Source: an optimization exercise on an open RTL-to-GDS flow (aim: small area, a short achievable clock period and few clock cycles). Production flows keep margins and buffers that such runs may drop. Where RTL was checked, it was by simulation tests only, not by an equivalence proof against the original.

Design rbm_top, start of the top module:
module rbm_top (
  input  logic                   finish,
  input  logic                   rst_n,
  input  rbm_pkg::feature_beat_t in_beat,
  input  logic                   in_valid,
  output logic                   in_ready,
  output rbm_pkg::rbm_result_t   out_result,
  output logic                   out_valid,
  input  logic                   out_ready
);
Settings: LEC_CHECK=0, CAP_MARGIN=75, CORE_MARGIN=2, CORE_UTILIZATION=40, SLEW_MARGIN=75; clock period 10.0 ns.
run.sh (not shown) runs the stock make flow with config.mk's settings and CLKGATE_MAP_FILE= SYNTH_SCRIPT=/design/flow/synth_recipe.tcl, a recipe that flattens the netlist after the stock synthesis.
The starting point completed without violations.
Rerun with:
Settings changed: CAP_MARGIN 75 to 20, SLEW_MARGIN 75 to 20.
After rerunning: Wire length went down by 1.9%; maximum frequency went down by 11%; die area stays the same; clock skew went down by 0.0076 ns; final cell count went down by 1.1%.
No functional check of the RTL was part of any run of this note.

---

== onyx ==
Another version of the RTL of rbm_top (not shown whole).
Size in the first run: roughly 1800 cells after synthesis, ~60 I/O pins, about 18000 um2 of cells after synthesis.
Settings: LEC_CHECK=0, CAP_MARGIN=50, CORE_MARGIN=2, CORE_UTILIZATION=55, CTS_CLUSTER_DIAMETER=80, CTS_CLUSTER_SIZE=24, SLEW_MARGIN=50; clock period 10.0 ns.
standard.sh (not shown) runs the stock make flow with config.mk's settings and CLKGATE_MAP_FILE= SYNTH_SCRIPT=/design/flow/synth_recipe.tcl, a recipe that flattens the netlist after the stock synthesis.
==> flow/flow/run.sh <==
#!/bin/bash
# The standard layout with two changes: the port buffers are buf_2 cells,
# and timing repair keeps working until the setup slack reaches
# SETUP_SLACK_MARGIN (the clock period and constraints are unchanged).
set -euo pipefail
bash standard.sh SETUP_SLACK_MARGIN=6.9 "BUFFER_PORTS_ARGS=-buffer_cell sky130_fd_sc_hd__buf_2" finish > standard.log 2>&1
onyx: no failed stages, no open violations at the end
Testbench counts of onyx, summed over its fixed seeds: cycles 5,864.
### onyx -> sierra
==> flow/flow/run.sh <==
#!/bin/bash
# The standard layout with two changes: the port buffers are buf_4 cells,
# and timing repair keeps working until the setup slack reaches
# SETUP_SLACK_MARGIN (the clock period and constraints are unchanged).
set -euo pipefail
bash standard.sh SETUP_SLACK_MARGIN=6.7 "BUFFER_PORTS_ARGS=-buffer_cell sky130_fd_sc_hd__buf_4" finish > standard.log 2>&1
## What came out
sierra ran to completion and came out clean on the timing, design-rule and antenna checks.
Diff onyx -> sierra: worst setup margin dropped 0.031 ns; via count dropped 3.3%; timing-limited maximum frequency dropped 0.0029 GHz; clock latency of the later-clocked register in the worst-skew pair dropped 0.02 ns; utilization of the core after routing dropped 3.5 points.
In sierra the area growth from synthesis to layout turned out 6.3 points lower than in onyx.
Of onyx and sierra, sierra shows the lower HPWL after detailed placement, with onyx above it.
### sierra -> violet
==> flow/flow/run.sh <==
#!/bin/bash
# The standard layout with two changes: the port buffers are buf_2 cells,
# and timing repair keeps working until the setup slack reaches
# SETUP_SLACK_MARGIN (the clock period and constraints are unchanged).
set -euo pipefail
bash standard.sh SETUP_SLACK_MARGIN=6.8 "BUFFER_PORTS_ARGS=-buffer_cell sky130_fd_sc_hd__buf_2" finish > standard.log 2>&1
- violet finished every stage and its layout cleared the timing, design-rule and antenna checks.
- Relative to sierra, critical path depth has decreased by 16 in violet.
- Changes observed in violet relative to sierra: sequential share of layout area essentially unchanged; violation count after the first detailed-routing iteration has increased; final period utilization saw a decrease.
- Between sierra and violet, fmax increased.
- violet vs. sierra: cell count held, delay of the slowest critical-path stage higher, worst hold slack flat.
### violet -> lagoon
# violet
export LEC_CHECK = 0
export CAP_MARGIN = 50
export CORE_MARGIN = 2
export CORE_UTILIZATION = 55
export CTS_CLUSTER_DIAMETER = 80
export CTS_CLUSTER_SIZE = 24
export SLEW_MARGIN = 50
create_clock -name core_clock -period 10.0 [get_ports {finish}]
# lagoon
export LEC_CHECK = 0
export CAP_MARGIN = 50
export CORE_MARGIN = 2
export CORE_UTILIZATION = 65
export CTS_CLUSTER_DIAMETER = 80
export CTS_CLUSTER_SIZE = 24
export SLEW_MARGIN = 50
create_clock -name core_clock -period 10.0 [get_ports {finish}]
Results
Run comparison: violet kind of critical path reg2out; lagoon kind of critical path reg2reg
In lagoon the depth of the critical timing path with buffers and inverters included turned out 13 higher than in violet.
Higher detailed-routing wirelength on met1 was reported by violet, not lagoon.
From lagoon to violet, remaining number of nets flagged by the antenna check after routing did not move at all.
Overall die height in lagoon vs violet: down 14 um

---

## oak
Another version of the RTL of rbm_top (not shown whole).
For scale: roughly 60 I/O pins, ~0.018 mm2 of cells after synthesis.
Design rbm_top, start of the top module:
module rbm_top (
  input  logic                   finish,
  input  logic                   rst_n,
  input  rbm_pkg::feature_beat_t in_beat,
  input  logic                   in_valid,
  output logic                   in_ready,
  output rbm_pkg::rbm_result_t   out_result,
  output logic                   out_valid,
  input  logic                   out_ready
);
Settings: LEC_CHECK=0, CAP_MARGIN=50, CORE_MARGIN=2, CORE_UTILIZATION=55, CTS_CLUSTER_DIAMETER=100, CTS_CLUSTER_SIZE=30, SLEW_MARGIN=50; clock period 10.0 ns.
==> flow/flow/run.sh <==
#!/bin/bash
# The standard layout with two changes: the port buffers are buf_4 cells,
# and timing repair keeps working until the setup slack reaches
# SETUP_SLACK_MARGIN (the clock period and constraints are unchanged).
set -euo pipefail
bash standard.sh SETUP_SLACK_MARGIN=6.7 "BUFFER_PORTS_ARGS=-buffer_cell sky130_fd_sc_hd__buf_4" finish > standard.log 2>&1
Testbench counts of oak, summed over its fixed seeds: cycles 5,864.
Changes in pine relative to oak:
Settings: changing CTS_CLUSTER_SIZE from 30 to 24; changing CTS_CLUSTER_DIAMETER from 100 to 80.
==> notes.md <==
Cell area | pine vs oak | pine larger. On register cell area after layout, pine and oak are basically level. | instance count on the critical path | pine vs oak | 1 lower |. Diff oak -> pine: global router's overall resource usage stayed essentially flat. For pine, the first element of the critical path was r[6], unlike oak, where it was r[0]. Re area of the placeable core: no difference whatsoever between pine and oak. Total number of H-tree levels: pine vs oak identical. Between pine and oak, area growth from synthesis to layout is lower for oak, pine comes in above that. The data arrival time of the critical path of oak and that of pine are within noise of each other.

what the ideal ports hide:
No port has a modelled driver above. Below, the same layouts with a new extraction and two added sets of constraints. Step 1 assumes that a clkbuf_16 drives the clock port and a buf_2 every other input. Step 2, shift: input delay + t, output delay - t, t = (earliest + latest rising clock arrival at the registers) / 2. This alone moves slack from input paths to output paths. Three values: ideal, step 1, step 2; two values: the first two.
| run | shift t [ns] | setup slack, ns | worst slew at a driven data input, ns |
|---|---|---|---|
| the first run of note 1 | 0.623 | 5.637 / 5.637 / 5.637 | 0.03 |
| the second run of note 1 | 0.622 | 5.101 / 5.101 / 5.101 | 0.04 |
| onyx | 0.571 | 6.740 / 6.740 / 6.495 | 0.04 |
| sierra | 0.569 | 6.709 / 6.692 / 6.451 | 0.04 |
| violet | 0.561 | 6.801 / 6.750 / 6.368 | 0.04 |
| lagoon | 0.553 | 6.787 / 6.742 / 6.433 | 0.04 |
| oak | 0.560 | 6.722 / 6.702 / 6.585 | 0.04 |
| pine | 0.575 | 6.725 / 6.708 / 6.574 | 0.04 |
After both steps every run listed still meets setup and hold. For violet, which loses most, drivers alone change the setup slack by -0.051 ns; drivers and shift together by -0.433 ns.
